Context: an optimization exercise on an open-source flow, tuned for small area and a short achievable clock period. The choices shown serve that exercise and are no tape-out recipe. Function was not checked in any run shown here: the RTL went through the layout flow alone. Power is estimated from default activity; no workload was simulated.

## flow/design.v (module list and top-level ports; edited modules follow where they fit)
// module conv_energy_tree: 1662 lines
// module conv_fa: 10 lines
// module conv_hac: 9 lines
// module conv_peak_detect: 115 lines
// module conv_energy_cmp: 26 lines
module conv_peak_detect
#(
  parameter int unsigned MAX_LEN = 8,
  parameter int unsigned IDX_W   = 4
) (
  input  logic                  clk,
  input  logic                  rst,
  input  logic                  in_valid,
  input  logic [2*conv_pkg::SAMPLE_W-1:0] in_data,
  output logic                  out_valid,
  output conv_pkg::energy_t        out_peak,
  output logic [IDX_W-1:0]      out_idx,
  output logic [IDX_W-1:0]      out_len,
  output logic                  out_ovf,
  output logic                  out_err
);
  // ...
==> flow/run.sh <==
#!/bin/bash
# synth_recipe.tcl (not shown) runs the flow's synth.tcl, then flattens the netlist and writes it again
# the make line also repeats each setting of config.mk as NAME=value (left out here)
make -C /OpenROAD-flow-scripts/flow DESIGN_CONFIG=/design/flow/config.mk WORK_HOME=/design/flow/orfs CLKGATE_MAP_FILE= SYNTH_SCRIPT=/design/flow/synth_recipe.tcl finish
==> flow/config.mk <==
export PLATFORM = sky130hd
export DESIGN_NAME = conv_peak_detect
export DESIGN_NICKNAME = conv_peak_detect
export VERILOG_FILES = /design/flow/design.v
export SDC_FILE = /design/flow/constraint.sdc
export NUM_CORES = 4
export LEC_CHECK = 0
export ABC_CLOCK_PERIOD_IN_PS = 3300
export CAP_MARGIN = 20
export CORE_MARGIN = 2
export CORE_UTILIZATION = 40
export PLACE_DENSITY = 0.6
export SETUP_SLACK_MARGIN = 4.2
export SLEW_MARGIN = 20
export SYNTH_HIERARCHICAL = 1
export SYNTH_MINIMUM_KEEP_SIZE = 0
==> flow/constraint.sdc <==
create_clock -name core_clock -period 7.5 [get_ports {clk}]
set_input_delay 1.5000 -clock core_clock [delete_from_list [all_inputs] [get_ports {clk}]]
set_output_delay 1.5000 -clock core_clock [all_outputs]
set_load 0.01 [all_outputs]
==> results.txt, run 1 <==
outcome=complete, no violations; clk slew on worst S/H paths=about 60 ps; Net Switching=between 2 and 3 mW; core area=approximately 0.043 mm²; H-Tree Depth=1; FF+latch count, synth=between 200 and 250; Avg WL per Cell=around 19 µm; Pwr Total=between 6 and 7 mW; antenna viol nets, final=0; IO Pins=86; P_seq=1.73 mW; M1 GR Usage=0.2733; P&R area growth vs syn=18.39%; post-synthesis adder-cell area fraction=0.4176; cells along the critical path=buf_12 -> buf_12 -> nand2_4 -> fa_2 -> fa_2 -> fa_2 -> fa_2 -> fa_2 -> fa_2; fraction of area in multi-input gates=0.5505; CTS sink cnt=approximately 210; post-layout util=0.4796; diodes inserted=0; Worst Path Required=about 7900 ps; critical path's largest stage delay=about 570 ps; sequential power share=0.253; synth unique cells=53; Worst Hold End=f2; Synth area leaders=fa_1, dfxtp_1, edfxtp_1, ha_1, nand2_1; Die W=roughly 210 µm; WP data arrival=approximately 4000 ps; routed wl met2=around 21 mm
==> module conv_peak_detect, before the edit <==
module conv_peak_detect
#(
  parameter int unsigned MAX_LEN = 8,
  parameter int unsigned IDX_W   = 4
) (
  input  logic                  clk,
  input  logic                  rst,
  input  logic                  in_valid,
  input  logic [2*conv_pkg::SAMPLE_W-1:0] in_data,
  output logic                  out_valid,
  output conv_pkg::energy_t        out_peak,
  output logic [IDX_W-1:0]      out_idx,
  output logic [IDX_W-1:0]      out_len,
  output logic                  out_ovf,
  output logic                  out_err
);
  localparam int unsigned LO_W = 8;
  localparam int unsigned HI_W = 38 - LO_W;
  logic             st_acc;
  logic             st_d1;
  logic             st_d2;
  logic             st_rep;
  logic             idle;
  logic [IDX_W-1:0] len;
  logic             ovf;
  logic             first;
  logic             accept;
  assign idle   = !(st_acc || st_d1 || st_d2 || st_rep);
  assign first  = idle && in_valid;
  assign accept = in_valid && (idle || (st_acc && len < IDX_W'(MAX_LEN)));
  logic                            v1, f1;
  logic [2*conv_pkg::SAMPLE_W-1:0] d1;
  logic            v2, f2;
  logic [LO_W-1:0] lo2_n, lo_t;
  logic            lc2_n, lc_t;
  logic [HI_W-1:0] hs2_n, hc2_n, hs_t, hc_t;
  conv_energy_tree u_tree (
    .re   (d1[2*conv_pkg::SAMPLE_W-1:conv_pkg::SAMPLE_W]),
    .im   (d1[conv_pkg::SAMPLE_W-1:0]),
    .lo_n (lo_t),
    .lc_n (lc_t),
    .hs_n (hs_t),
    .hc_n (hc_t)
  );
  conv_pkg::energy_t e2;
  conv_pkg::energy_t max_e;
  logic [2:0]        max_idx;
  logic [2:0]        cnt2;
  logic [2:0]        idx2;
  logic              gt2;
  logic              upd;
  conv_energy_cmp u_cmp (
    .lo_n (lo2_n),
    .lc_n (lc2_n),
    .hs_n (hs2_n),
    .hc_n (hc2_n),
    .m    (max_e),
    .e    (e2),
    .gt   (gt2)
  );
  assign idx2 = f2 ? 3'd0 : cnt2;
  assign upd  = v2 && (f2 || gt2);
  always_ff @(posedge clk) begin
    d1    <= in_data;
    f1    <= first;
    lo2_n <= lo_t;
    lc2_n <= lc_t;
    hs2_n <= hs_t;
    hc2_n <= hc_t;
    f2    <= f1;
    if (first) begin
      len <= IDX_W'(1);
      ovf <= 1'b0;
    end else if (st_acc && in_valid) begin
      if (accept) len <= len + 1'b1;
      else        ovf <= 1'b1;
    end
    if (v2) cnt2 <= idx2 + 3'd1;
    if (upd) begin
      max_e   <= e2;
      max_idx <= idx2;
    end
  end
  always_ff @(posedge clk) begin
    if (rst) begin
      st_acc    <= 1'b0;
      st_d1     <= 1'b0;
      st_d2     <= 1'b0;
      st_rep    <= 1'b0;
      v1        <= 1'b0;
      v2        <= 1'b0;
      out_valid <= 1'b0;
      out_peak  <= '0;
      out_idx   <= '0;
      out_len   <= '0;
      out_ovf   <= 1'b0;
      out_err   <= 1'b0;
    end else begin
      st_acc    <= in_valid && (idle || st_acc);
      st_d1     <= st_acc && !in_valid;
      st_d2     <= st_d1;
      st_rep    <= st_d2;
      v1        <= accept;
      v2        <= v1;
      out_valid <= st_d2;
      if (st_d2) begin
        out_peak <= max_e;
        out_idx  <= IDX_W'(max_idx);
        out_len  <= len;
        out_ovf  <= ovf;
      end
      if (in_valid && (st_d1 || st_d2 || st_rep)) out_err <= 1'b1;
    end
  end
endmodule
==> run 2: changes to the inputs <==
--- a/flow/design.v
+++ b/flow/design.v
@@ -9,6 +9,4 @@
   input  logic [17:0] im,
-  output logic [7:0] lo_n,
-  output logic lc_n,
-  output logic [29:0] hs_n,
-  output logic [29:0] hc_n
+  output logic [80:0] r_n,
+  output logic lc_n
 );
@@ -924,34 +922,2 @@
   logic c910;
-  logic s911;
-  logic c912;
-  logic s913;
-  logic c914;
-  logic s915;
-  logic c916;
-  logic s917;
-  logic c918;
-  logic s919;
-  logic c920;
-  logic s921;
-  logic c922;
-  logic s923;
-  logic c924;
-  logic s925;
-  logic c926;
-  logic s927;
-  logic c928;
-  logic s929;
-  logic c930;
-  logic s931;
-  logic c932;
-  logic s933;
-  logic c934;
-  logic s935;
-  logic c936;
-  logic s937;
-  logic c938;
-  logic s939;
-  logic c940;
-  logic s941;
-  logic c942;
   assign p1 = ~re[0];
@@ -1298,3 +1264,4 @@
   assign p342 = (im[16] & im[17]);
-  conv_hac u_s343 (.a_n(p100), .b_n(p14), .s_n(s343), .co_n(c344));
+  conv_xnor u_s343 (.a(p100), .b(p14), .y(s343));
+  conv_or u_c344 (.a(p100), .b(p14), .y(c344));
   conv_fa u_s345 (.a(p101), .b(p15), .c(p186), .s(s345), .co(c346));
@@ -1304,3 +1271,4 @@
   conv_fa u_s353 (.a(p188), .b(p219), .c(p232), .s(s353), .co(c354));
-  conv_hac u_s355 (.a_n(p244), .b_n(p255), .s_n(s355), .co_n(c356));
+  conv_xnor u_s355 (.a(p244), .b(p255), .y(s355));
+  conv_or u_c356 (.a(p244), .b(p255), .y(c356));
   conv_fa u_s357 (.a(p104), .b(p112), .c(p119), .s(s357), .co(c358));
@@ -1313,4 +1281,5 @@
   conv_fa u_s371 (.a(p267), .b(p276), .c(p284), .s(s371), .co(c372));
-  conv_hac u_s373 (.a_n(p291), .b_n(p326), .s_n(s373), .co_n(c374));
-  conv_fa u_s375 (.a(1'b0), .b(p106), .c(p114), .s(s375), .co(c376));
+  conv_xnor u_s373 (.a(p291), .b(p326), .y(s373));
+  conv_or u_c374 (.a(p291), .b(p326), .y(c374));
+  conv_ha u_s375 (.a(p106), .b(p114), .s(s375), .co(c376));
   conv_fa u_s377 (.a(p121), .b(p127), .c(p156), .s(s377), .co(c378));
@@ -1319,3 +1288,4 @@
   conv_fa u_s383 (.a(p285), .b(p292), .c(p298), .s(s383), .co(c384));
-  conv_hac u_s385 (.a_n(p327), .b_n(p76), .s_n(s385), .co_n(c386));
+  conv_xnor u_s385 (.a(p327), .b(p76), .y(s385));
+  conv_or u_c386 (.a(p327), .b(p76), .y(c386));
   conv_fa u_s387 (.a(p107), .b(p115), .c(p122), .s(s387), .co(c388));
@@ -1324,3 +1294,4 @@
   conv_fa u_s393 (.a(p278), .b(p286), .c(p293), .s(s393), .co(c394));
-  conv_hac u_s395 (.a_n(p299), .b_n(p328), .s_n(s395), .co_n(c396));
+  conv_xnor u_s395 (.a(p299), .b(p328), .y(s395));
+  conv_or u_c396 (.a(p299), .b(p328), .y(c396));
   conv_fa u_s397 (.a(p108), .b(p116), .c(p123), .s(s397), .co(c398));
@@ -1331,7 +1302,10 @@
   conv_fa u_s407 (.a(p130), .b(p135), .c(p159), .s(s407), .co(c408));
-  conv_hac u_s409 (.a_n(p194), .b_n(p23), .s_n(s409), .co_n(c410));
+  conv_xnor u_s409 (.a(p194), .b(p23), .y(s409));
+  conv_or u_c410 (.a(p194), .b(p23), .y(c410));
   conv_fa u_s411 (.a(p118), .b(p125), .c(p131), .s(s411), .co(c412));
   conv_fa u_s413 (.a(p136), .b(p140), .c(p160), .s(s413), .co(c414));
-  conv_hac u_s415 (.a_n(p126), .b_n(p132), .s_n(s415), .co_n(c416));
-  conv_hac u_s417 (.a_n(p10), .b_n(p181), .s_n(s417), .co_n(c418));
+  conv_xnor u_s415 (.a(p126), .b(p132), .y(s415));
+  conv_or u_c416 (.a(p126), .b(p132), .y(c416));
+  conv_xnor u_s417 (.a(p10), .b(p181), .y(s417));
+  conv_or u_c418 (.a(p10), .b(p181), .y(c418));
   conv_fa u_s419 (.a(p11), .b(p182), .c(p213), .s(s419), .co(c420));
@@ -1341,3 +1315,4 @@
   conv_fa u_s427 (.a(p228), .b(p240), .c(p251), .s(s427), .co(c428));
-  conv_hac u_s429 (.a_n(p261), .b_n(p44), .s_n(s429), .co_n(c430));
+  conv_xnor u_s429 (.a(p261), .b(p44), .y(s429));
+  conv_or u_c430 (.a(p261), .b(p44), .y(c430));
   conv_fa u_s431 (.a(p185), .b(p216), .c(p229), .s(s431), .co(c432));
@@ -1345,3 +1320,4 @@
   conv_fa u_s435 (.a(p271), .b(p45), .c(p58), .s(s435), .co(c436));
-  conv_hac u_s437 (.a_n(p70), .b_n(p81), .s_n(s437), .co_n(c438));
+  conv_xnor u_s437 (.a(p70), .b(p81), .y(s437));
+  conv_or u_c438 (.a(p70), .b(p81), .y(c438));
   conv_fa u_s439 (.a(p217), .b(p230), .c(p242), .s(s439), .co(c440));
@@ -1367,7 +1343,7 @@
   conv_fa u_s479 (.a(p87), .b(p97), .c(c374), .s(s479), .co(c480));
-  conv_fa u_s481 (.a(s385), .b(c366), .c(c368), .s(s481), .co(c482));
-  conv_fa u_s483 (.a(c370), .b(c372), .c(s375), .s(s483), .co(c484));
+  conv_fa u_s481 (.a(s375), .b(s385), .c(c366), .s(s481), .co(c482));
+  conv_fa u_s483 (.a(c368), .b(c370), .c(c372), .s(s483), .co(c484));
   conv_fa u_s485 (.a(s377), .b(s379), .c(s381), .s(s485), .co(c486));
-  conv_fa u_s487 (.a(p88), .b(p98), .c(c386), .s(s487), .co(c488));
-  conv_fa u_s489 (.a(s395), .b(c376), .c(c378), .s(s489), .co(c490));
+  conv_fa u_s487 (.a(p88), .b(p98), .c(c376), .s(s487), .co(c488));
+  conv_fa u_s489 (.a(c386), .b(s395), .c(c378), .s(s489), .co(c490));
   conv_fa u_s491 (.a(c380), .b(c382), .c(c384), .s(s491), .co(c492));
@@ -1396,12 +1372,16 @@
   conv_fa u_s537 (.a(p163), .b(p198), .c(p27), .s(s537), .co(c538));
-  conv_hac u_s539 (.a_n(p310), .b_n(p314), .s_n(s539), .co_n(c540));
+  conv_xnor u_s539 (.a(p310), .b(p314), .y(s539));
+  conv_or u_c540 (.a(p310), .b(p314), .y(c540));
   conv_fa u_s541 (.a(p144), .b(p147), .c(p149), .s(s541), .co(c542));
   conv_fa u_s543 (.a(p164), .b(p199), .c(p28), .s(s543), .co(c544));
-  conv_hac u_s545 (.a_n(p148), .b_n(p150), .s_n(s545), .co_n(c546));
+  conv_xnor u_s545 (.a(p148), .b(p150), .y(s545));
+  conv_or u_c546 (.a(p148), .b(p150), .y(c546));
   conv_fa u_s547 (.a(p179), .b(p210), .c(p223), .s(s547), .co(c548));
   conv_fa u_s549 (.a(p180), .b(p211), .c(p224), .s(s549), .co(c550));
-  conv_hac u_s551 (.a_n(p236), .b_n(p40), .s_n(s551), .co_n(c552));
+  conv_xnor u_s551 (.a(p236), .b(p40), .y(s551));
+  conv_or u_c552 (.a(p236), .b(p40), .y(c552));
   conv_fa u_s553 (.a(p212), .b(p225), .c(p237), .s(s553), .co(c554));
   conv_fa u_s555 (.a(p248), .b(p41), .c(p54), .s(s555), .co(c556));
-  conv_hac u_s557 (.a_n(p66), .b_n(p77), .s_n(s557), .co_n(c558));
+  conv_xnor u_s557 (.a(p66), .b(p77), .y(s557));
+  conv_or u_c558 (.a(p66), .b(p77), .y(c558));
   conv_fa u_s559 (.a(p226), .b(p238), .c(p249), .s(s559), .co(c560));
@@ -1467,3 +1447,4 @@
   conv_fa u_s679 (.a(p153), .b(p167), .c(p202), .s(s679), .co(c680));
-  conv_hac u_s681 (.a_n(p31), .b_n(p324), .s_n(s681), .co_n(c682));
+  conv_xnor u_s681 (.a(p31), .b(p324), .y(s681));
+  conv_or u_c682 (.a(p31), .b(p324), .y(c682));
   conv_fa u_s683 (.a(p154), .b(p168), .c(p203), .s(s683), .co(c684));
@@ -1471,3 +1452,4 @@
   conv_fa u_s687 (.a(p178), .b(p209), .c(p222), .s(s687), .co(c688));
-  conv_hac u_s689 (.a_n(p38), .b_n(p51), .s_n(s689), .co_n(c690));
+  conv_xnor u_s689 (.a(p38), .b(p51), .y(s689));
+  conv_or u_c690 (.a(p38), .b(p51), .y(c690));
   conv_fa u_s691 (.a(p235), .b(p39), .c(p52), .s(s691), .co(c692));
@@ -1523,6 +1505,9 @@
   conv_fa u_s791 (.a(p169), .b(p204), .c(p33), .s(s791), .co(c792));
-  conv_hac u_s793 (.a_n(p340), .b_n(c684), .s_n(s793), .co_n(c794));
+  conv_xnor u_s793 (.a(p340), .b(c684), .y(s793));
+  conv_or u_c794 (.a(p340), .b(c684), .y(c794));
   conv_fa u_s795 (.a(p170), .b(p205), .c(p34), .s(s795), .co(c796));
-  conv_hac u_s797 (.a_n(p171), .b_n(p173), .s_n(s797), .co_n(c798));
-  conv_hac u_s799 (.a_n(p175), .b_n(p206), .s_n(s799), .co_n(c800));
+  conv_xnor u_s797 (.a(p171), .b(p173), .y(s797));
+  conv_or u_c798 (.a(p171), .b(p173), .y(c798));
+  conv_xnor u_s799 (.a(p175), .b(p206), .y(s799));
+  conv_or u_c800 (.a(p175), .b(p206), .y(c800));
   conv_fa u_s801 (.a(p176), .b(p207), .c(p36), .s(s801), .co(c802));
@@ -1558,3 +1543,4 @@
   conv_fa u_s861 (.a(p2), .b(p342), .c(s797), .s(s861), .co(c862));
-  conv_hac u_s863 (.a_n(p35), .b_n(p4), .s_n(s863), .co_n(c864));
+  conv_xnor u_s863 (.a(p35), .b(p4), .y(s863));
+  conv_or u_c864 (.a(p35), .b(p4), .y(c864));
   conv_fa u_s865 (.a(p5), .b(c800), .c(s801), .s(s865), .co(c866));
@@ -1570,99 +1556,538 @@
   conv_fa u_s885 (.a(s721), .b(c820), .c(s821), .s(s885), .co(c886));
-  conv_fa u_s887 (.a(c822), .b(s725), .c(s823), .s(s887), .co(c888));
-  conv_fa u_s889 (.a(s729), .b(c824), .c(s825), .s(s889), .co(c890));
-  conv_fa u_s891 (.a(s733), .b(c826), .c(s827), .s(s891), .co(c892));
-  conv_fa u_s893 (.a(s737), .b(c828), .c(s829), .s(s893), .co(c894));
-  conv_fa u_s895 (.a(s741), .b(c830), .c(s831), .s(s895), .co(c896));
-  conv_fa u_s897 (.a(s745), .b(c832), .c(s833), .s(s897), .co(c898));
-  conv_fa u_s899 (.a(s749), .b(c834), .c(s835), .s(s899), .co(c900));
-  conv_fa u_s901 (.a(s753), .b(c836), .c(s837), .s(s901), .co(c902));
-  conv_fa u_s903 (.a(s757), .b(c838), .c(s839), .s(s903), .co(c904));
-  conv_fa u_s905 (.a(s761), .b(c840), .c(s841), .s(s905), .co(c906));
-  conv_fa u_s907 (.a(c762), .b(s843), .c(c842), .s(s907), .co(c908));
-  conv_fa u_s909 (.a(s769), .b(c844), .c(s845), .s(s909), .co(c910));
-  conv_fa u_s911 (.a(c770), .b(s847), .c(c846), .s(s911), .co(c912));
-  conv_fa u_s913 (.a(s777), .b(s849), .c(c848), .s(s913), .co(c914));
-  conv_fa u_s915 (.a(s781), .b(c850), .c(s851), .s(s915), .co(c916));
-  conv_fa u_s917 (.a(c782), .b(s853), .c(c852), .s(s917), .co(c918));
-  conv_fa u_s919 (.a(c786), .b(s855), .c(c854), .s(s919), .co(c920));
-  conv_fa u_s921 (.a(c790), .b(s857), .c(c856), .s(s921), .co(c922));
-  conv_fa u_s923 (.a(c794), .b(s859), .c(c858), .s(s923), .co(c924));
-  conv_fa u_s925 (.a(c796), .b(s861), .c(c860), .s(s925), .co(c926));
-  conv_hac u_s927 (.a_n(c798), .b_n(c862), .s_n(s927), .co_n(c928));
-  conv_hac u_s929 (.a_n(p1), .b_n(p172), .s_n(s929), .co_n(c930));
-  conv_hac u_s931 (.a_n(p174), .b_n(p3), .s_n(s931), .co_n(c932));
-  conv_fa u_s933 (.a(c932), .b(s799), .c(s863), .s(s933), .co(c934));
-  conv_fa u_s935 (.a(c864), .b(c934), .c(s865), .s(s935), .co(c936));
-  conv_fa u_s937 (.a(c866), .b(s867), .c(c936), .s(s937), .co(c938));
-  conv_fa u_s939 (.a(c868), .b(s869), .c(c938), .s(s939), .co(c940));
-  conv_fa u_s941 (.a(c870), .b(s871), .c(c940), .s(s941), .co(c942));
-  assign lo_n[0] = s929;
-  assign lo_n[1] = c930;
-  assign lo_n[2] = s931;
-  assign lo_n[3] = s933;
-  assign lo_n[4] = s935;
-  assign lo_n[5] = s937;
-  assign lo_n[6] = s939;
-  assign lo_n[7] = s941;
-  assign lc_n = c942;
-  assign hs_n[0] = s873;
-  assign hc_n[0] = c872;
-  assign hs_n[1] = s875;
-  assign hc_n[1] = c874;
-  assign hs_n[2] = s877;
-  assign hc_n[2] = c876;
-  assign hs_n[3] = s879;
-  assign hc_n[3] = c878;
-  assign hs_n[4] = s881;
-  assign hc_n[4] = c880;
-  assign hs_n[5] = s883;
-  assign hc_n[5] = c882;
-  assign hs_n[6] = s885;
-  assign hc_n[6] = c884;
-  assign hs_n[7] = s887;
-  assign hc_n[7] = c886;
-  assign hs_n[8] = s889;
-  assign hc_n[8] = c888;
-  assign hs_n[9] = s891;
-  assign hc_n[9] = c890;
-  assign hs_n[10] = s893;
-  assign hc_n[10] = c892;
-  assign hs_n[11] = s895;
-  assign hc_n[11] = c894;
-  assign hs_n[12] = s897;
-  assign hc_n[12] = c896;
-  assign hs_n[13] = s899;
-  assign hc_n[13] = c898;
-  assign hs_n[14] = s901;
-  assign hc_n[14] = c900;
-  assign hs_n[15] = s903;
-  assign hc_n[15] = c902;
-  assign hs_n[16] = s905;
-  assign hc_n[16] = c904;
-  assign hs_n[17] = s907;
-  assign hc_n[17] = c906;
-  assign hs_n[18] = s909;
-  assign hc_n[18] = c908;
-  assign hs_n[19] = s911;
-  assign hc_n[19] = c910;
-  assign hs_n[20] = s913;
-  assign hc_n[20] = c912;
-  assign hs_n[21] = s915;
-  assign hc_n[21] = c914;
-  assign hs_n[22] = s917;
-  assign hc_n[22] = c916;
-  assign hs_n[23] = s919;
-  assign hc_n[23] = c918;
-  assign hs_n[24] = s921;
-  assign hc_n[24] = c920;
-  assign hs_n[25] = s923;
-  assign hc_n[25] = c922;
-  assign hs_n[26] = s925;
-  assign hc_n[26] = c924;
-  assign hs_n[27] = s927;
-  assign hc_n[27] = c926;
-  assign hs_n[28] = 1'b0;
-  assign hc_n[28] = c928;
-  assign hs_n[29] = 1'b0;
-  assign hc_n[29] = 1'b1;
+  conv_xnor u_s887 (.a(s781), .b(c850), .y(s887));
+  conv_or u_c888 (.a(s781), .b(c850), .y(c888));
+  conv_fa u_s889 (.a(c782), .b(s853), .c(c852), .s(s889), .co(c890));
+  conv_fa u_s891 (.a(c786), .b(s855), .c(c854), .s(s891), .co(c892));
+  conv_fa u_s893 (.a(c790), .b(s857), .c(c856), .s(s893), .co(c894));
+  conv_fa u_s895 (.a(c794), .b(s859), .c(c858), .s(s895), .co(c896));
+  conv_fa u_s897 (.a(c796), .b(s861), .c(c860), .s(s897), .co(c898));
+  conv_xnor u_s899 (.a(c798), .b(c862), .y(s899));
+  conv_or u_c900 (.a(c798), .b(c862), .y(c900));
+  conv_xnor u_s901 (.a(p1), .b(p172), .y(s901));
+  conv_or u_c902 (.a(p1), .b(p172), .y(c902));
+  conv_xnor u_s903 (.a(p174), .b(p3), .y(s903));
+  conv_or u_c904 (.a(p174), .b(p3), .y(c904));
+  conv_fa u_s905 (.a(c904), .b(s799), .c(s863), .s(s905), .co(c906));
+  conv_fa u_s907 (.a(c864), .b(c906), .c(s865), .s(s907), .co(c908));
+  conv_fa u_s909 (.a(c866), .b(s867), .c(c908), .s(s909), .co(c910));
+  assign r_n[0] = s901;   
+  assign r_n[1] = c902;   
+  assign r_n[2] = s903;   
+  assign r_n[3] = s905;   
+  assign r_n[4] = s907;   
+  assign r_n[5] = s909;   
+  assign r_n[6] = s869;   
+  assign r_n[7] = c868;   
+  assign r_n[8] = s871;   
+  assign r_n[9] = c870;   
+  assign r_n[10] = s873;   
+  assign r_n[11] = c872;   
+  assign r_n[12] = s875;   
+  assign r_n[13] = c874;   
+  assign r_n[14] = s877;   
+  assign r_n[15] = c876;   
+  assign r_n[16] = s879;   
+  assign r_n[17] = c878;   
+  assign r_n[18] = s881;   
+  assign r_n[19] = c880;   
+  assign r_n[20] = s883;   
+  assign r_n[21] = c882;   
+  assign r_n[22] = s885;   
+  assign r_n[23] = c884;   
+  assign r_n[24] = c822;   
+  assign r_n[25] = s725;   
+  assign r_n[26] = s823;   
+  assign r_n[27] = c886;   
+  assign r_n[28] = s729;   
+  assign r_n[29] = c824;   
+  assign r_n[30] = s825;   
+  assign r_n[31] = s733;   
+  assign r_n[32] = c826;   
+  assign r_n[33] = s827;   
+  assign r_n[34] = s737;   
+  assign r_n[35] = c828;   
+  assign r_n[36] = s829;   
+  assign r_n[37] = s741;   
+  assign r_n[38] = c830;   
+  assign r_n[39] = s831;   
+  assign r_n[40] = s745;   
+  assign r_n[41] = c832;   
+  assign r_n[42] = s833;   
+  assign r_n[43] = s749;   
+  assign r_n[44] = c834;   
+  assign r_n[45] = s835;   
+  assign r_n[46] = s753;   
+  assign r_n[47] = c836;   
+  assign r_n[48] = s837;   
+  assign r_n[49] = s757;   
+  assign r_n[50] = c838;   
+  assign r_n[51] = s839;   
+  assign r_n[52] = s761;   
+  assign r_n[53] = c840;   
+  assign r_n[54] = s841;   
+  assign r_n[55] = c762;   
+  assign r_n[56] = s843;   
+  assign r_n[57] = c842;   
+  assign r_n[58] = s769;   
+  assign r_n[59] = c844;   
+  assign r_n[60] = s845;   
+  assign r_n[61] = c770;   
+  assign r_n[62] = s847;   
+  assign r_n[63] = c846;   
+  assign r_n[64] = s777;   
+  assign r_n[65] = s849;   
+  assign r_n[66] = c848;   
+  assign r_n[67] = s851;   
+  assign r_n[68] = s887;   
+  assign r_n[69] = s889;   
+  assign r_n[70] = c888;   
+  assign r_n[71] = s891;   
+  assign r_n[72] = c890;   
+  assign r_n[73] = s893;   
+  assign r_n[74] = c892;   
+  assign r_n[75] = s895;   
+  assign r_n[76] = c894;   
+  assign r_n[77] = s897;   
+  assign r_n[78] = c896;   
+  assign r_n[79] = s899;   
+  assign r_n[80] = c898;   
+  assign lc_n = c910;
+endmodule
+module conv_energy_add (
+  input  logic [80:0] r_n,
+  input  logic lc_n,
+  output logic [35:0] e
+);
+  logic s1;
+  logic c2;
+  logic s3;
+  logic c4;
+  logic s5;
+  logic c6;
+  logic s7;
+  logic c8;
+  logic s9;
+  logic c10;
+  logic s11;
+  logic c12;
+  logic s13;
+  logic c14;
+  logic s15;
+  logic c16;
+  logic s17;
+  logic c18;
+  logic s19;
+  logic c20;
+  logic s21;
+  logic c22;
+  logic s23;
+  logic c24;
+  logic s25;
+  logic c26;
+  logic s27;
+  logic c28;
+  logic s29;
+  logic c30;
+  logic s31;
+  logic c32;
+  logic s33;
+  logic c34;
+  logic s35;
+  logic c36;
+  logic s37;
+  logic c38;
+  logic s39;
+  logic c40;
+  logic s41;
+  logic c42;
+  logic s43;
+  logic c44;
+  logic s45;
+  logic c46;
+  logic s47;
+  logic c48;
+  logic s49;
+  logic c50;
+  logic s51;
+  logic c52;
+  logic s53;
+  logic c54;
+  logic s55;
+  logic c56;
+  logic s57;
+  logic c58;
+  logic s59;
+  logic c60;
+  logic s61;
+  logic c62;
+  logic s63;
+  logic c64;
+  logic s65;
+  logic c66;
+  logic s67;
+  logic c68;
+  logic s69;
+  logic c70;
+  logic ep71;
+  logic eg72;
+  logic ep73;
+  logic eg74;
+  logic ep75;
+  logic eg76;
+  logic ep77;
+  logic eg78;
+  logic ep79;
+  logic eg80;
+  logic ep81;
+  logic eg82;
+  logic ep83;
+  logic eg84;
+  logic ep85;
+  logic eg86;
+  logic ep87;
+  logic eg88;
+  logic ep89;
+  logic eg90;
+  logic ep91;
+  logic eg92;
+  logic ep93;
+  logic eg94;
+  logic ep95;
+  logic eg96;
+  logic ep97;
+  logic eg98;
+  logic ep99;
+  logic eg100;
+  logic ep101;
+  logic eg102;
+  logic ep103;
+  logic eg104;
+  logic ep105;
+  logic eg106;
+  logic ep107;
+  logic eg108;
+  logic ep109;
+  logic eg110;
+  logic ep111;
+  logic eg112;
+  logic ep113;
+  logic eg114;
+  logic ep115;
+  logic eg116;
+  logic ep117;
+  logic eg118;
+  logic ep119;
+  logic eg120;
+  logic ep121;
+  logic eg122;
+  logic ep123;
+  logic eg124;
+  logic ep125;
+  logic eg126;
+  logic ep127;
+  logic eg128;
+  logic ep129;
+  logic eg130;
+  logic G131;
+  logic G132;
+  logic G133;
+  logic P134;
+  logic G135;
+  logic P136;
+  logic G137;
+  logic P138;
+  logic G139;
+  logic P140;
+  logic G141;
+  logic P142;
+  logic G143;
+  logic P144;
+  logic G145;
+  logic P146;
+  logic G147;
+  logic P148;
+  logic G149;
+  logic P150;
+  logic G151;
+  logic P152;
+  logic G153;
+  logic P154;
+  logic G155;
+  logic P156;
+  logic G157;
+  logic P158;
+  logic G159;
+  logic P160;
+  logic G161;
+  logic G162;
+  logic P163;
+  logic G164;
+  logic P165;
+  logic G166;
+  logic P167;
+  logic G168;
+  logic P169;
+  logic G170;
+  logic P171;
+  logic G172;
+  logic P173;
+  logic G174;
+  logic G175;
+  logic P176;
+  logic G177;
+  logic P178;
+  logic G179;
+  logic G180;
+  logic G181;
+  logic G182;
+  logic G183;
+  logic G184;
+  logic G185;
+  logic G186;
+  logic G187;
+  logic G188;
+  logic G189;
+  logic G190;
+  logic G191;
+  logic G192;
+  logic G193;
+  logic G194;
+  logic G195;
+  logic G196;
+  logic G197;
+  logic G198;
+  logic G199;
+  logic G200;
+  logic G201;
+  logic G202;
+  logic G203;
+  logic G204;
+  logic lc;
+  assign lc = ~lc_n;
+  conv_xnor u_s1 (.a(r_n[24]), .b(r_n[25]), .y(s1));
+  conv_or u_c2 (.a(r_n[24]), .b(r_n[25]), .y(c2));
+  conv_xnor u_s3 (.a(r_n[28]), .b(r_n[29]), .y(s3));
+  conv_or u_c4 (.a(r_n[28]), .b(r_n[29]), .y(c4));
+  conv_xnor u_s5 (.a(r_n[31]), .b(r_n[32]), .y(s5));
+  conv_or u_c6 (.a(r_n[31]), .b(r_n[32]), .y(c6));
+  conv_xnor u_s7 (.a(r_n[34]), .b(r_n[35]), .y(s7));
+  conv_or u_c8 (.a(r_n[34]), .b(r_n[35]), .y(c8));
+  conv_xnor u_s9 (.a(r_n[37]), .b(r_n[38]), .y(s9));
+  conv_or u_c10 (.a(r_n[37]), .b(r_n[38]), .y(c10));
+  conv_xnor u_s11 (.a(r_n[40]), .b(r_n[41]), .y(s11));
+  conv_or u_c12 (.a(r_n[40]), .b(r_n[41]), .y(c12));
+  conv_xnor u_s13 (.a(r_n[43]), .b(r_n[44]), .y(s13));
+  conv_or u_c14 (.a(r_n[43]), .b(r_n[44]), .y(c14));
+  conv_xnor u_s15 (.a(r_n[46]), .b(r_n[47]), .y(s15));
+  conv_or u_c16 (.a(r_n[46]), .b(r_n[47]), .y(c16));
+  conv_xnor u_s17 (.a(r_n[49]), .b(r_n[50]), .y(s17));
+  conv_or u_c18 (.a(r_n[49]), .b(r_n[50]), .y(c18));
+  conv_xnor u_s19 (.a(r_n[52]), .b(r_n[53]), .y(s19));
+  conv_or u_c20 (.a(r_n[52]), .b(r_n[53]), .y(c20));
+  conv_xnor u_s21 (.a(r_n[55]), .b(r_n[56]), .y(s21));
+  conv_or u_c22 (.a(r_n[55]), .b(r_n[56]), .y(c22));
+  conv_xnor u_s23 (.a(r_n[58]), .b(r_n[59]), .y(s23));
+  conv_or u_c24 (.a(r_n[58]), .b(r_n[59]), .y(c24));
+  conv_xnor u_s25 (.a(r_n[61]), .b(r_n[62]), .y(s25));
+  conv_or u_c26 (.a(r_n[61]), .b(r_n[62]), .y(c26));
+  conv_xnor u_s27 (.a(r_n[64]), .b(r_n[65]), .y(s27));
+  conv_or u_c28 (.a(r_n[64]), .b(r_n[65]), .y(c28));
+  conv_xnor u_s29 (.a(r_n[26]), .b(r_n[27]), .y(s29));
+  conv_or u_c30 (.a(r_n[26]), .b(r_n[27]), .y(c30));
+  conv_fa u_s31 (.a(r_n[30]), .b(c2), .c(s3), .s(s31), .co(c32));
+  conv_fa u_s33 (.a(r_n[33]), .b(c4), .c(s5), .s(s33), .co(c34));
+  conv_fa u_s35 (.a(r_n[36]), .b(c6), .c(s7), .s(s35), .co(c36));
+  conv_fa u_s37 (.a(r_n[39]), .b(c8), .c(s9), .s(s37), .co(c38));
+  conv_fa u_s39 (.a(r_n[42]), .b(c10), .c(s11), .s(s39), .co(c40));
+  conv_fa u_s41 (.a(r_n[45]), .b(c12), .c(s13), .s(s41), .co(c42));
+  conv_fa u_s43 (.a(r_n[48]), .b(c14), .c(s15), .s(s43), .co(c44));
+  conv_fa u_s45 (.a(r_n[51]), .b(c16), .c(s17), .s(s45), .co(c46));
+  conv_fa u_s47 (.a(r_n[54]), .b(c18), .c(s19), .s(s47), .co(c48));
+  conv_fa u_s49 (.a(r_n[57]), .b(c20), .c(s21), .s(s49), .co(c50));
+  conv_fa u_s51 (.a(r_n[60]), .b(c22), .c(s23), .s(s51), .co(c52));
+  conv_fa u_s53 (.a(r_n[63]), .b(c24), .c(s25), .s(s53), .co(c54));
+  conv_fa u_s55 (.a(r_n[66]), .b(c26), .c(s27), .s(s55), .co(c56));
+  conv_fa u_s57 (.a(r_n[67]), .b(r_n[68]), .c(c28), .s(s57), .co(c58));
+  conv_xnor u_s59 (.a(r_n[69]), .b(r_n[70]), .y(s59));
+  conv_or u_c60 (.a(r_n[69]), .b(r_n[70]), .y(c60));
+  conv_xnor u_s61 (.a(r_n[71]), .b(r_n[72]), .y(s61));
+  conv_or u_c62 (.a(r_n[71]), .b(r_n[72]), .y(c62));
+  conv_xnor u_s63 (.a(r_n[73]), .b(r_n[74]), .y(s63));
+  conv_or u_c64 (.a(r_n[73]), .b(r_n[74]), .y(c64));
+  conv_xnor u_s65 (.a(r_n[75]), .b(r_n[76]), .y(s65));
+  conv_or u_c66 (.a(r_n[75]), .b(r_n[76]), .y(c66));
+  conv_xnor u_s67 (.a(r_n[77]), .b(r_n[78]), .y(s67));
+  conv_or u_c68 (.a(r_n[77]), .b(r_n[78]), .y(c68));
+  conv_xnor u_s69 (.a(r_n[79]), .b(r_n[80]), .y(s69));
+  conv_or u_c70 (.a(r_n[79]), .b(r_n[80]), .y(c70));
+  conv_xor u_ep71 (.a(r_n[6]), .b(r_n[7]), .y(ep71));
+  conv_nor u_eg72 (.a(r_n[6]), .b(r_n[7]), .y(eg72));
+  conv_xor u_ep73 (.a(r_n[8]), .b(r_n[9]), .y(ep73));
+  conv_nor u_eg74 (.a(r_n[8]), .b(r_n[9]), .y(eg74));
+  conv_xor u_ep75 (.a(r_n[10]), .b(r_n[11]), .y(ep75));
+  conv_nor u_eg76 (.a(r_n[10]), .b(r_n[11]), .y(eg76));
+  conv_xor u_ep77 (.a(r_n[12]), .b(r_n[13]), .y(ep77));
+  conv_nor u_eg78 (.a(r_n[12]), .b(r_n[13]), .y(eg78));
+  conv_xor u_ep79 (.a(r_n[14]), .b(r_n[15]), .y(ep79));
+  conv_nor u_eg80 (.a(r_n[14]), .b(r_n[15]), .y(eg80));
+  conv_xor u_ep81 (.a(r_n[16]), .b(r_n[17]), .y(ep81));
+  conv_nor u_eg82 (.a(r_n[16]), .b(r_n[17]), .y(eg82));
+  conv_xor u_ep83 (.a(r_n[18]), .b(r_n[19]), .y(ep83));
+  conv_nor u_eg84 (.a(r_n[18]), .b(r_n[19]), .y(eg84));
+  conv_xor u_ep85 (.a(r_n[20]), .b(r_n[21]), .y(ep85));
+  conv_nor u_eg86 (.a(r_n[20]), .b(r_n[21]), .y(eg86));
+  conv_xor u_ep87 (.a(r_n[22]), .b(r_n[23]), .y(ep87));
+  conv_nor u_eg88 (.a(r_n[22]), .b(r_n[23]), .y(eg88));
+  conv_xor u_ep89 (.a(s1), .b(s29), .y(ep89));
+  conv_nor u_eg90 (.a(s1), .b(s29), .y(eg90));
+  conv_xor u_ep91 (.a(s31), .b(c30), .y(ep91));
+  conv_nor u_eg92 (.a(s31), .b(c30), .y(eg92));
+  conv_xor u_ep93 (.a(s33), .b(c32), .y(ep93));
+  conv_nor u_eg94 (.a(s33), .b(c32), .y(eg94));
+  conv_xor u_ep95 (.a(s35), .b(c34), .y(ep95));
+  conv_nor u_eg96 (.a(s35), .b(c34), .y(eg96));
+  conv_xor u_ep97 (.a(s37), .b(c36), .y(ep97));
+  conv_nor u_eg98 (.a(s37), .b(c36), .y(eg98));
+  conv_xor u_ep99 (.a(s39), .b(c38), .y(ep99));
+  conv_nor u_eg100 (.a(s39), .b(c38), .y(eg100));
+  conv_xor u_ep101 (.a(s41), .b(c40), .y(ep101));
+  conv_nor u_eg102 (.a(s41), .b(c40), .y(eg102));
+  conv_xor u_ep103 (.a(s43), .b(c42), .y(ep103));
+  conv_nor u_eg104 (.a(s43), .b(c42), .y(eg104));
+  conv_xor u_ep105 (.a(s45), .b(c44), .y(ep105));
+  conv_nor u_eg106 (.a(s45), .b(c44), .y(eg106));
+  conv_xor u_ep107 (.a(s47), .b(c46), .y(ep107));
+  conv_nor u_eg108 (.a(s47), .b(c46), .y(eg108));
+  conv_xor u_ep109 (.a(s49), .b(c48), .y(ep109));
+  conv_nor u_eg110 (.a(s49), .b(c48), .y(eg110));
+  conv_xor u_ep111 (.a(s51), .b(c50), .y(ep111));
+  conv_nor u_eg112 (.a(s51), .b(c50), .y(eg112));
+  conv_xor u_ep113 (.a(s53), .b(c52), .y(ep113));
+  conv_nor u_eg114 (.a(s53), .b(c52), .y(eg114));
+  conv_xor u_ep115 (.a(s55), .b(c54), .y(ep115));
+  conv_nor u_eg116 (.a(s55), .b(c54), .y(eg116));
+  conv_xor u_ep117 (.a(s57), .b(c56), .y(ep117));
+  conv_nor u_eg118 (.a(s57), .b(c56), .y(eg118));
+  conv_xor u_ep119 (.a(s59), .b(c58), .y(ep119));
+  conv_nor u_eg120 (.a(s59), .b(c58), .y(eg120));
+  conv_xor u_ep121 (.a(s61), .b(c60), .y(ep121));
+  conv_nor u_eg122 (.a(s61), .b(c60), .y(eg122));
+  conv_xor u_ep123 (.a(s63), .b(c62), .y(ep123));
+  conv_nor u_eg124 (.a(s63), .b(c62), .y(eg124));
+  conv_xor u_ep125 (.a(s65), .b(c64), .y(ep125));
+  conv_nor u_eg126 (.a(s65), .b(c64), .y(eg126));
+  conv_xor u_ep127 (.a(s67), .b(c66), .y(ep127));
+  conv_nor u_eg128 (.a(s67), .b(c66), .y(eg128));
+  conv_xor u_ep129 (.a(s69), .b(c68), .y(ep129));
+  conv_nor u_eg130 (.a(s69), .b(c68), .y(eg130));
+  assign G131 = eg72 | (ep71 & lc);
+  assign G132 = eg74 | (ep73 & G131);
+  assign G133 = eg78 | (ep77 & eg76);
+  assign P134 = ep77 & ep75;
+  assign G135 = eg82 | (ep81 & eg80);
+  assign P136 = ep81 & ep79;
+  assign G137 = eg86 | (ep85 & eg84);
+  assign P138 = ep85 & ep83;
+  assign G139 = eg90 | (ep89 & eg88);
+  assign P140 = ep89 & ep87;
+  assign G141 = eg94 | (ep93 & eg92);
+  assign P142 = ep93 & ep91;
+  assign G143 = eg98 | (ep97 & eg96);
+  assign P144 = ep97 & ep95;
+  assign G145 = eg102 | (ep101 & eg100);
+  assign P146 = ep101 & ep99;
+  assign G147 = eg106 | (ep105 & eg104);
+  assign P148 = ep105 & ep103;
+  assign G149 = eg110 | (ep109 & eg108);
+  assign P150 = ep109 & ep107;
+  assign G151 = eg114 | (ep113 & eg112);
+  assign P152 = ep113 & ep111;
+  assign G153 = eg118 | (ep117 & eg116);
+  assign P154 = ep117 & ep115;
+  assign G155 = eg122 | (ep121 & eg120);
+  assign P156 = ep121 & ep119;
+  assign G157 = eg126 | (ep125 & eg124);
+  assign P158 = ep125 & ep123;
+  assign G159 = eg130 | (ep129 & eg128);
+  assign P160 = ep129 & ep127;
+  assign G161 = G133 | (P134 & G132);
+  assign G162 = G137 | (P138 & G135);
+  assign P163 = P138 & P136;
+  assign G164 = G141 | (P142 & G139);
+  assign P165 = P142 & P140;
+  assign G166 = G145 | (P146 & G143);
+  assign P167 = P146 & P144;
+  assign G168 = G149 | (P150 & G147);
+  assign P169 = P150 & P148;
+  assign G170 = G153 | (P154 & G151);
+  assign P171 = P154 & P152;
+  assign G172 = G157 | (P158 & G155);
+  assign P173 = P158 & P156;
+  assign G174 = G162 | (P163 & G161);
+  assign G175 = G166 | (P167 & G164);
+  assign P176 = P167 & P165;
+  assign G177 = G170 | (P171 & G168);
+  assign P178 = P171 & P169;
+  assign G179 = G175 | (P176 & G174);
+  assign G180 = G177 | (P178 & G179);
+  assign G181 = G164 | (P165 & G174);
+  assign G182 = G168 | (P169 & G179);
+  assign G183 = G172 | (P173 & G180);
+  assign G184 = G135 | (P136 & G161);
+  assign G185 = G139 | (P140 & G174);
+  assign G186 = G143 | (P144 & G181);
+  assign G187 = G147 | (P148 & G179);
+  assign G188 = G151 | (P152 & G182);
+  assign G189 = G155 | (P156 & G180);
+  assign G190 = G159 | (P160 & G183);
+  assign G191 = eg76 | (ep75 & G132);
+  assign G192 = eg80 | (ep79 & G161);
+  assign G193 = eg84 | (ep83 & G184);
+  assign G194 = eg88 | (ep87 & G174);
+  assign G195 = eg92 | (ep91 & G185);
+  assign G196 = eg96 | (ep95 & G181);
+  assign G197 = eg100 | (ep99 & G186);
+  assign G198 = eg104 | (ep103 & G179);
+  assign G199 = eg108 | (ep107 & G187);
+  assign G200 = eg112 | (ep111 & G182);
+  assign G201 = eg116 | (ep115 & G188);
+  assign G202 = eg120 | (ep119 & G180);
+  assign G203 = eg124 | (ep123 & G189);
+  assign G204 = eg128 | (ep127 & G183);
+  assign e[0] = ~r_n[0];
+  assign e[1] = ~r_n[1];
+  assign e[2] = ~r_n[2];
+  assign e[3] = ~r_n[3];
+  assign e[4] = ~r_n[4];
+  assign e[5] = ~r_n[5];
+  assign e[6] = ep71 ^ lc;
+  assign e[7] = ep73 ^ G131;
+  assign e[8] = ep75 ^ G132;
+  assign e[9] = ep77 ^ G191;
+  assign e[10] = ep79 ^ G161;
+  assign e[11] = ep81 ^ G192;
+  assign e[12] = ep83 ^ G184;
+  assign e[13] = ep85 ^ G193;
+  assign e[14] = ep87 ^ G174;
+  assign e[15] = ep89 ^ G194;
+  assign e[16] = ep91 ^ G185;
+  assign e[17] = ep93 ^ G195;
+  assign e[18] = ep95 ^ G181;
+  assign e[19] = ep97 ^ G196;
+  assign e[20] = ep99 ^ G186;
+  assign e[21] = ep101 ^ G197;
+  assign e[22] = ep103 ^ G179;
+  assign e[23] = ep105 ^ G198;
+  assign e[24] = ep107 ^ G187;
+  assign e[25] = ep109 ^ G199;
+  assign e[26] = ep111 ^ G182;
+  assign e[27] = ep113 ^ G200;
+  assign e[28] = ep115 ^ G188;
+  assign e[29] = ep117 ^ G201;
+  assign e[30] = ep119 ^ G180;
+  assign e[31] = ep121 ^ G202;
+  assign e[32] = ep123 ^ G189;
+  assign e[33] = ep125 ^ G203;
+  assign e[34] = ep127 ^ G183;
+  assign e[35] = ep129 ^ G204;
 endmodule
@@ -1678,10 +2103,38 @@
 endmodule
-module conv_hac (
-  input  logic a_n,
-  input  logic b_n,
-  output logic s_n,
-  output logic co_n
+module conv_ha (
+  input  logic a,
+  input  logic b,
+  output logic s,
+  output logic co
+);
+  assign s  = a ^ b;
+  assign co = a & b;
+endmodule
+module conv_xnor (
+  input  logic a,
+  input  logic b,
+  output logic y
+);
+  assign y = ~(a ^ b);
+endmodule
+module conv_or (
+  input  logic a,
+  input  logic b,
+  output logic y
+);
+  assign y = a | b;
+endmodule
+module conv_xor (
+  input  logic a,
+  input  logic b,
+  output logic y
+);
+  assign y = a ^ b;
+endmodule
+module conv_nor (
+  input  logic a,
+  input  logic b,
+  output logic y
 );
-  assign s_n  = ~(a_n ^ b_n);
-  assign co_n = a_n | b_n;
+  assign y = ~(a | b);
 endmodule
@@ -1703,4 +2156,3 @@
 );
-  localparam int unsigned LO_W = 8;
-  localparam int unsigned HI_W = 38 - LO_W;
+  localparam int unsigned R_W = 81;
   logic             st_acc;
@@ -1720,5 +2172,4 @@
   logic            v2, f2;
-  logic [LO_W-1:0] lo2_n, lo_t;
+  logic [R_W-1:0]  r2_n, r_t;
   logic            lc2_n, lc_t;
-  logic [HI_W-1:0] hs2_n, hc2_n, hs_t, hc_t;
   conv_energy_tree u_tree (
@@ -1726,25 +2177,23 @@
     .im   (d1[conv_pkg::SAMPLE_W-1:0]),
-    .lo_n (lo_t),
-    .lc_n (lc_t),
-    .hs_n (hs_t),
-    .hc_n (hc_t)
+    .r_n  (r_t),
+    .lc_n (lc_t)
+  );
+  logic              v3, f3;
+  conv_pkg::energy_t e3, e_t;
+  conv_energy_add u_add (
+    .r_n  (r2_n),
+    .lc_n (lc2_n),
+    .e    (e_t)
   );
-  conv_pkg::energy_t e2;
   conv_pkg::energy_t max_e;
+  conv_pkg::energy_t max_nxt;
   logic [2:0]        max_idx;
-  logic [2:0]        cnt2;
-  logic [2:0]        idx2;
-  logic              gt2;
+  logic [2:0]        idx_nxt;
+  logic [2:0]        cnt3;
+  logic [2:0]        idx3;
   logic              upd;
-  conv_energy_cmp u_cmp (
-    .lo_n (lo2_n),
-    .lc_n (lc2_n),
-    .hs_n (hs2_n),
-    .hc_n (hc2_n),
-    .m    (max_e),
-    .e    (e2),
-    .gt   (gt2)
-  );
-  assign idx2 = f2 ? 3'd0 : cnt2;
-  assign upd  = v2 && (f2 || gt2);
+  assign idx3 = f3 ? 3'd0 : cnt3;
+  assign upd     = v3 && (f3 || e3 > max_e);
+  assign max_nxt = upd ? e3 : max_e;
+  assign idx_nxt = upd ? idx3 : max_idx;
   always_ff @(posedge clk) begin
@@ -1752,7 +2201,7 @@
     f1    <= first;
-    lo2_n <= lo_t;
+    r2_n  <= r_t;
     lc2_n <= lc_t;
-    hs2_n <= hs_t;
-    hc2_n <= hc_t;
     f2    <= f1;
+    e3    <= e_t;
+    f3    <= f2;
     if (first) begin
@@ -1764,7 +2213,5 @@
     end
-    if (v2) cnt2 <= idx2 + 3'd1;
-    if (upd) begin
-      max_e   <= e2;
-      max_idx <= idx2;
-    end
+    if (v3) cnt3 <= idx3 + 3'd1;
+    max_e   <= max_nxt;
+    max_idx <= idx_nxt;
   end
@@ -1778,2 +2225,3 @@
       v2        <= 1'b0;
+      v3        <= 1'b0;
       out_valid <= 1'b0;
@@ -1791,6 +2239,7 @@
       v2        <= v1;
+      v3        <= v2;
       out_valid <= st_d2;
       if (st_d2) begin
-        out_peak <= max_e;
-        out_idx  <= IDX_W'(max_idx);
+        out_peak <= max_nxt;
+        out_idx  <= IDX_W'(idx_nxt);
         out_len  <= len;
@@ -1802,27 +2251 @@
 endmodule
-module conv_energy_cmp (
-  input  logic [7:0]              lo_n,
-  input  logic                    lc_n,
-  input  logic [29:0]             hs_n,
-  input  logic [29:0]             hc_n,
-  input  conv_pkg::energy_t       m,
-  output conv_pkg::energy_t       e,
-  output logic                    gt
-);
-  logic [29:0] mh;
-  logic [29:0] sp_n, cp_n;
-  logic [29:0] sp, cp, y;
-  logic        cl;
-  assign e[7:0]  = ~lo_n;
-  assign e[35:8] = ~hs_n[27:0] + ~hc_n[27:0] + {27'd0, ~lc_n};
-  assign cl = ~lo_n > m[7:0];
-  assign mh = {2'b00, m[35:8]};
-  genvar i;
-  for (i = 0; i < 30; i++) begin : g_row
-    conv_fa u_fa (.a(hs_n[i]), .b(hc_n[i]), .c(mh[i]), .s(sp_n[i]), .co(cp_n[i]));
-  end
-  assign sp = ~sp_n;
-  assign cp = {~cp_n[28:0], ~lc_n};
-  assign y  = sp + cp + {29'd0, cl};
-  assign gt = !y[29];
-endmodule
==> flow/flow/run.sh (new file) <==
#!/bin/bash
set -euo pipefail
export BUFFER_PORTS_ARGS="-buffer_cell sky130_fd_sc_hd__buf_1"
export CTS_ARGS="-sink_clustering_enable -repair_clock_nets -sink_clustering_size 22 -sink_clustering_max_diameter 80 -dont_use_dummy_load"
bash standard.sh > standard.log 2>&1
==> flow/standard.sh (new file) <==
#!/bin/bash
# synth_recipe.tcl (not shown) runs the flow's synth.tcl, then flattens the netlist and writes it again
# the make line also repeats each setting of config.mk as NAME=value (left out here)
make -C /OpenROAD-flow-scripts/flow DESIGN_CONFIG=/design/flow/config.mk WORK_HOME=/design/flow/orfs CLKGATE_MAP_FILE= SYNTH_SCRIPT=/design/flow/synth_recipe.tcl "${@:-finish}"
--- a/flow/config.mk
+++ b/flow/config.mk
@@ -7,3 +7,3 @@
 export LEC_CHECK = 0
-export ABC_CLOCK_PERIOD_IN_PS = 3300
+export ABC_CLOCK_PERIOD_IN_PS = 4000
 export CAP_MARGIN = 20
@@ -11,4 +11,6 @@
 export CORE_UTILIZATION = 40
+export CTS_CLUSTER_DIAMETER = 80
+export CTS_CLUSTER_SIZE = 22
 export PLACE_DENSITY = 0.6
-export SETUP_SLACK_MARGIN = 4.2
+export SETUP_SLACK_MARGIN = 4.4
 export SLEW_MARGIN = 20
removed: flow/run.sh
==> results.txt, run 2 <==
Initial Utilization=0.4037 (was 0.4050); Final WS setup=4390 ps (was 3898 ps); CTS tree=yes (unchanged); Cell Rows=78 (was 76); Die W=217.5 µm (was 212.9 µm); ys async rst share=0 (unchanged); Avg WL per Cell=18.47 µm (was 18.94 µm); Worst Path Required=7900 ps (was 7920 ps); FF+latch count, synth=256 (was 205); Sw Ratio=0.4222 (was 0.4159); synth unique cells=56 (was 53); Main synth FF type=dfxtp_1 (unchanged); estimated wirelength of the detail-placed design=28.10 mm (was 30.11 mm); CP most frequent cell=fa_2 (unchanged); CP max-delay cell=fa_1 (was fa_2); Maximum Capacitance Violations=0 (unchanged); PwrDens=351.1 mW/mm² (was 331.8 mW/mm²); maximum clock rate=0.3215 GHz (was 0.2776 GHz); Slew Limit Headroom=0.4498 (was 0.3481); CTS sink cnt=256 (was 205); initial DRC count=940 (was 1153); placed inst area=0.01803 mm² (was 0.01812 mm²); number of synthesized flops with an enable pin=3 (was 42); Synth area leaders=fa_1, dfxtp_1, nand2_1, buf_4, ha_1 (was fa_1, dfxtp_1, edfxtp_1, ha_1, nand2_1); origin of the critical flop-to-flop path=d1[23] (unchanged); # DRC=0 (unchanged); CTS Buf Count=18 (was 25); CP startpoint=d1[23] (unchanged); cells along the critical path=buf_4 -> nand2b_4 -> fa_1 -> fa_2 -> fa_2 -> fa_2 -> fa_1 (was buf_12 -> buf_12 -> nand2_4 -> fa_2 -> fa_2 -> fa_2 -> fa_2 -> fa_2 -> fa_2); port bufs=84 (unchanged); P&R area growth vs syn=8.629% (was 18.39%); initial antenna violation count=0 (was 1); sequential power share=0.310 (was 0.253); layout cell share with drive strength beyond 1=0.1580 (was 0.1971); Worst Hold Class=reg -> reg (unchanged); most instantiated library cell after synthesis=nand2_1 (was fa_1); Seq/Total Area, Yosys=0.2826 (was 0.2593); Fin. Hold Viols=0 (unchanged); crit end category=flip-flop (unchanged); maximum fanout along the worst path=6 (was 5); final setup fails=0 (unchanged); Mapped Area=0.01824 mm² (was 0.01745 mm²); number of flip-flops in the largest register=81; Final Max Tran Viols=0 (unchanged); Tot GR Track Use=0.1849 (was 0.2066); path type of the worst setup path=reg -> reg (unchanged); static leakage=7.402 nW (was 8.639 nW); Gate Count Post-Synth=1789 (was 1675); Hold Crit Start=f1 (unchanged); commonest non-fill, non-tap cells in the layout=nand2_1, fa_1, dfxtp_1 (was nand2_1, fa_1, inv_1); Vias/cell=5.078 (was 4.906); H-Tree Depth=1 (unchanged); # hold bufs at CTS=0 (unchanged); Die H=217.5 µm (was 212.9 µm); core area=0.04519 mm² (was 0.04308 mm²); Net Switching=2.937 mW (was 2.851 mW); largest net degree at the start of global routing=75 (was 51); vias in the first global route=12560 (was 12680); commonest non-fill, non-tap cell in the layout=nand2_1 (unchanged); final WL=44.75 mm (was 45.19 mm); part of the power in the clock network=0.129 (was 0.177); via count=12300 (was 11710); warnings from Yosys=7 (unchanged); highest ir drop seen on vdd=0.2827 mV (was 0.2061 mV); IO Pins=86 (unchanged); final instance area=0.01981 mm² (was 0.02066 mm²); Synth area leader=fa_1 (unchanged); antenna viol nets, final=0 (unchanged); diodes inserted=0 (unchanged); CP Launch Type=flip-flop (unchanged); clk slew on worst S/H paths=90 ps (was 60 ps); First-pass DRT Iterations=5 (was 6); Reg with most FFs=r2_n; Max Buffers Root-to-Sink=3 (unchanged); pre-CTS setup slack=3777 ps (was 3323 ps); Mean Syn Cell Area=10.20 µm² (was 10.42 µm²); top cell type's share of synthesized area=0.2996 (was 0.3545); minimum clock period=3110 ps (was 3602 ps); RSZ-0062 raised after global routing=yes (unchanged); CTS Root Cell=clkbuf_16 (unchanged); critical path's largest stage delay=550 ps (was 570 ps); WP data arrival=3510 ps (was 4020 ps); first-pass GRT wire length=69.06 mm (was 70.82 mm); grt ovf=0 (unchanged); Least-Margin Pin Slew=825.2 ps (was 977.9 ps); most frequent cells after synthesis=nand2_1, fa_1, dfxtp_1, buf_4, nor2_1 (was fa_1, nand2_1, inv_1, dfxtp_1, buf_4); Clock Skew=58.82 ps (was 16.02 ps); internal power=4.019 mW (was 4.003 mW); Pwr Total=6.957 mW (was 6.854 mW); Routability Congestion=0.8406 (was 0.8992); Clk Latency, worst-skew pair=530 ps (was 540 ps); Combinational Power Share=0.561 (was 0.570); outcome=complete, no violations (unchanged); Post-Route Setup TNS=0 ps (unchanged); Die Area=0.04732 mm² (was 0.04531 mm²); nets=2192 (was 2218); Final Cycle Share=0.4147 (was 0.4802)
## run 2: changes by cell type in the layout (fill, tap and decap cells not counted), moves of 40 or more
cell | before | now
nand2_1 | 276 | 333
xnor2_1 | 15 | 60
dfxtp_1 | 130 | 217
buf_1 | 0 | 83
fa_2 | 78 | 28
mux2i_1 | 46 | 6
inv_1 | 227 | 54
clkdlybuf4s50_1 | 83 | 0
or2_1 | 0 | 44
## run 2: Yosys stat by module (local to each module, per instance)
module,times used,flops+latches,area (µm²),cells inside
conv_energy_add,1,0,812.0,124
conv_xnor,45,0,8.758,1
conv_nor,29,0,3.754,1
conv_energy_tree,1,0,2619,493
conv_xor,30,0,8.758,1
conv_fa,273,0,20.02,1
conv_or,43,0,6.256,1
conv_ha,1,0,12.51,1
conv_peak_detect,1,256,8297,751
## run 2: power groups by stage
stage | clock network, mW | logic, mW | registers [mW]
5_1_grt | 0.986 | 4.47 | 2.20
4_1_cts | 0.936 | 3.79 | 2.17
6_report | 0.899 | 3.90 | 2.15
3_3_place_gp | 0 | 3.63 | 2.21
2_1_floorplan | 0 | 3.43 | 2.09
3_5_place_dp | 0 | 3.68 | 2.22
## run 2: what timing repair did
item                                    CTS  global route
gates cloned                              8             3
endpoints found under the setup margin  138            88
buffers inserted                         46            64
resized for setup                        78            50
pin swaps                                 3            20
endpoints found under the hold margin     0             0
## run 2: stage by stage
stage	instances	hold WS (ps)	util
2_1_floorplan	1789	309.6	-
3_3_place_gp	2284	316.1	0.3991
3_5_place_dp	2284	315.7	0.3991
4_1_cts	2356	337.0	0.4224
5_1_grt	2423	354.4	0.4385
6_report	2423	334.8	0.4385
## run 2: cells by family (layout without fill, tap and decap cells)
group / count (synthesis) / in the layout / synth area share
flops: 256 / 256 / 0.2826
xor+xnor: 92 / 92 / 0.04418
compound gates: 184 / 184 / 0.07525
mux: 10 / 10 / 0.006379
fa+ha+maj: 328 / 328 / 0.3374
other cells: 1 / 1 / 0.0002056
simple gates: 668 / 679 / 0.1685
buf+inv: 250 / 273 / 0.08554
## run 2: final timing paths
| check | endpoint | slack [ps] | depth (start not counted) |
|---|---|---|---|
| worst max register to register | r2_n[20] | 4390 | 7 |
| worst max-delay path | r2_n[20] | 4390 | 7 |
| worst min-delay path | f2 | 330 | 0 |
| worst min register to register | f2 | 330 | 0 |
## run 2: critical path, delay by kind of cell (launching register included)
| kind | cells | cell delay, ps |
|---|---|---|
| flops | 1 | 350 |
| simple gates | 1 | 150 |
| fa+ha+maj | 5 | 2310 |
| buf+inv | 1 | 170 |
## run 2: layout make-up
class | count | area (µm²)
Inverter | 54 | 202.7
Fill cell | 4283 | 25370
Sequential cell | 256 | 5280
Tap cell | 600 | 750.7
Timing Repair Buffer | 201 | 1393
Clock buffer | 18 | 450.4
Multi-Input combinational cell | 1294 | 11740
## run 2: routing by layer
metal / share of wire / up-vias / wire length (µm) / global-route usage
met1: 0.44 / 6113 / 19870 / 0.2609
met2: 0.46 / 450 / 20500 / 0.2915
met3: 0.070 / 77 / 3127 / 0.03515
met4: 0.028 / 0 / 1254 / 0.04863
li1: - / 5664 / - / -
met5: 0 / - / 0 / 0
==> run 3: changes to the inputs <==
--- a/flow/config.mk
+++ b/flow/config.mk
@@ -14,3 +14,3 @@
 export PLACE_DENSITY = 0.6
-export SETUP_SLACK_MARGIN = 4.4
+export SETUP_SLACK_MARGIN = 4.2
 export SLEW_MARGIN = 20
==> results.txt, run 3 <==
outcome=complete, no violations (unchanged); Fill cells=4365 (was 4283); FF+latch count, synth=256 (unchanged); CTS sink cnt=256 (unchanged); initial DRC count=679 (was 940); cells along the critical path=nand2_1 -> fa_1 -> fa_1 -> fa_1 -> fa_1 -> fa_1 (was buf_4 -> nand2b_4 -> fa_1 -> fa_2 -> fa_2 -> fa_2 -> fa_1); Sw Ratio=0.4256 (was 0.4222); Worst Hold Class=reg -> reg (unchanged); via count=11800 (was 12300); Mean Syn Cell Area=10.20 µm² (unchanged); layout cell share with drive strength beyond 1=0.08021 (was 0.1580); clk slew on worst S/H paths=80 ps (was 90 ps); grt ovf=0 (unchanged); Reg with most FFs=r2_n (unchanged); # hold bufs at CTS=0 (unchanged); initial antenna violation count=0 (unchanged); commonest non-fill, non-tap cell in the layout=nand2_1 (unchanged); top cell type's share of synthesized area=0.2996 (unchanged); Mapped Area=0.01824 mm² (unchanged); WP data arrival=3670 ps (was 3510 ps); core area=0.04519 mm² (unchanged); Post-Synth Simple-Gate Area=0.1685 (unchanged); crit end category=flip-flop (unchanged); most instantiated library cell after synthesis=nand2_1 (unchanged); nets=2077 (was 2192); number of flip-flops in the largest register=81 (unchanged); Seq/Total Area, Yosys=0.2826 (unchanged); CP max-delay cell=dfxtp_2 (was fa_1); part of the power in the clock network=0.130 (was 0.129); H-Tree Depth=1 (unchanged); first-pass GRT wire length=66.01 mm (was 69.06 mm); final setup fails=0 (unchanged); # DRC=0 (unchanged); CTS Root Cell=clkbuf_16 (unchanged); Die H=217.5 µm (unchanged); Compound-Gate Fraction of Synth Area=0.07525 (unchanged); Least-Margin Pin Slew=876.3 ps (was 825.2 ps); Cell Rows=78 (unchanged); Synth area leader=fa_1 (unchanged); Routability Congestion=0.8341 (was 0.8406); Slew Limit Headroom=0.4158 (was 0.4498); critical path's largest stage delay=640 ps (was 550 ps); final WL=41.74 mm (was 44.75 mm); Net Switching=2.921 mW (was 2.937 mW); RSZ-0062 raised after global routing=yes (unchanged); Tot GR Track Use=0.1757 (was 0.1849); minimum clock period=3266 ps (was 3110 ps); First-pass DRT Iterations=5 (unchanged); CTS tree=yes (unchanged); commonest non-fill, non-tap cells in the layout=nand2_1, fa_1, dfxtp_1 (unchanged); CP Launch Type=flip-flop (unchanged); P&R area growth vs syn=2.682% (was 8.629%); Vias/cell=5.111 (was 5.078); Synth area leaders=fa_1, dfxtp_1, nand2_1, buf_4, ha_1 (unchanged); IO Pins=86 (unchanged); warnings from Yosys=7 (unchanged); Gate Count Post-Synth=1789 (unchanged); static leakage=6.805 nW (was 7.402 nW); Final Max Tran Viols=0 (unchanged); highest ir drop seen on vdd=0.1827 mV (was 0.2827 mV); CP most frequent cell=fa_1 (was fa_2); path type of the worst setup path=reg -> reg (unchanged); number of synthesized flops with an enable pin=3 (unchanged); post-synthesis adder-cell area fraction=0.3374 (unchanged); largest family of logic cells by synthesized area=adder cells (unchanged); Combinational Power Share=0.552 (was 0.561); Post-Route Setup TNS=0 ps (unchanged); Final Cycle Share=0.4355 (was 0.4147); most frequent cells after synthesis=nand2_1, fa_1, dfxtp_1, buf_4, nor2_1 (unchanged); Maximum Capacitance Violations=0 (unchanged); sequential power share=0.318 (was 0.310); diodes inserted=0 (unchanged); antenna viol nets, final=0 (unchanged); Clock Skew=38.78 ps (was 58.82 ps); Max Buffers Root-to-Sink=3 (unchanged); port bufs=84 (unchanged); Initial Utilization=0.4037 (unchanged); Clk Latency, worst-skew pair=530 ps (about the same); Worst Path Required=7900 ps (about the same); largest net degree at the start of global routing=118 (was 75); internal power=3.942 mW (was 4.019 mW); maximum clock rate=0.3061 GHz (was 0.3215 GHz); XOR/XNOR Fraction of Synth Area=0.04418 (unchanged); post-layout util=0.4145 (was 0.4385); Die Area=0.04732 mm² (unchanged); vias in the first global route=12240 (was 12560); estimated wirelength of the detail-placed design=28.17 mm (was 28.10 mm); Avg WL per Cell=18.08 µm (was 18.47 µm); CTS Buf Count=18 (unchanged); post-synthesis mux area share=0.006379 (unchanged); synth unique cells=56 (unchanged); Main synth FF type=dfxtp_1 (unchanged); PwrDens=366.4 mW/mm² (was 351.1 mW/mm²); ys async rst share=0 (unchanged); maximum fanout along the worst path=19 (was 6); Die W=217.5 µm (unchanged); Fin. Hold Viols=0 (unchanged)
==> run 3: cell count changes in the layout (fill, tap and decap cells not counted), moves of 3 or more <==
cell / previous run / this run
buf_4: 97 / 5
buf_12: 14 / 0
dfxtp_1: 217 / 220
fa_2: 28 / 0
and2_4: 8 / 1
buf_6: 6 / 2
fa_1: 245 / 273
==> run 3: cell families (layout without fill, tap and decap cells) <==
logic type | after synthesis | count (layout)
XOR/XNOR | 92 | 92
adder cells (fa/ha/maj) | 328 | 328
AND/OR/NAND/NOR | 668 | 670
other | 1 | 1
AO/OA/AOI/OAI | 184 | 184
multiplexers | 10 | 10
buffers and inverters | 250 | 167
flip-flops | 256 | 256
==> run 3: worst paths after layout <==
| path | start | endpoint | slack, ps | depth (start not counted) |
|---|---|---|---|---|
| setup / recovery | d1[13] | r2_n[45] | 4230 | 6 |
| hold reg to reg | f2 | f3 | 330 | 0 |
| setup reg to reg | d1[13] | r2_n[45] | 4230 | 6 |
| hold / removal | f2 | f3 | 330 | 0 |
==> run 3: worst max-delay path, delay by kind of cell, from the launching register on <==
family / cells / cell delay [ps]
DFF: 1 / 640
adders and majority gates: 5 / 2360
and+or+nand+nor: 1 / 160
==> run 3: cell type report <==
| cell class | count | area (µm²) | area share |
|---|---|---|---|
| Clock buffer | 18 | 450.4 | 0.02405 |
| Multi-Input combinational cell | 1285 | 11570 | 0.6179 |
| Inverter | 54 | 202.7 | 0.01082 |
| Tap cell | 600 | 750.7 | 0.04008 |
| Timing Repair Buffer | 95 | 481.7 | 0.02572 |
| Sequential cell | 256 | 5271 | 0.2814 |
==> run 3: metrics by stage <==
step / worst slack (ps) / hold slack, ps / total power, mW / area (µm²) / instances
final: 4234 / 334.9 / 6.863 / 18730 / 2308
after global routing: 4158 / 346.0 / 7.560 / 18730 / 2308
after CTS: 4202 / 337.0 / 6.897 / 18570 / 2305
after detailed placement: 3600 / 319.0 / 5.966 / 18010 / 2284
after global placement: 3609 / 314.9 / 5.865 / 18010 / 2284
after floorplan: 4309 / 309.6 / 5.507 / 18240 / 1789
==> run 3: modules after synthesis (local to each module, per instance), excerpt <==
module,flip-flops and latches,cell area [µm²],cells inside,times used
conv_xnor,0,8.758,1,45
conv_fa,0,20.02,1,273
conv_peak_detect,256,8297,751,1
conv_or,0,6.256,1,43
conv_energy_tree,0,2619,493,1
conv_xor,0,8.758,1,30
conv_energy_add,0,812.0,124,1
conv_nor,0,3.754,1,29
==> run 3: layer usage <==
metal | track usage | share of wire | up-vias
li1 | - | - | 5427
met1 | 0.2505 | 0.46 | 5894
met2 | 0.2727 | 0.44 | 421
met3 | 0.03933 | 0.073 | 55
met4 | 0.03904 | 0.020 | 0
met5 | 0 | 0 | -
==> run 3: timing repair <==
action	in CTS	in global routing
pin swaps	0	1
endpoints found under the setup margin	103	60
buffers inserted	1	0
cloned	2	2
gates resized for setup	50	21
==> run 3: power by group through the flow <==
stage	Sequential, mW	Combinational (mW)	Clock [mW]
after CTS	2.18	3.79	0.921
final	2.18	3.79	0.889
after global routing	2.23	4.36	0.970
after floorplan	2.09	3.42	0
after global placement	2.20	3.67	0
after detailed placement	2.22	3.75	0

Check on run 3: ideal ports give 4.234 ns setup slack; a clkbuf_16 on the clock port and buf_2 on the inputs give 4.234 ns; moving port delays by the midpoint clock arrival (0.562 ns) as well gives 4.234 ns.
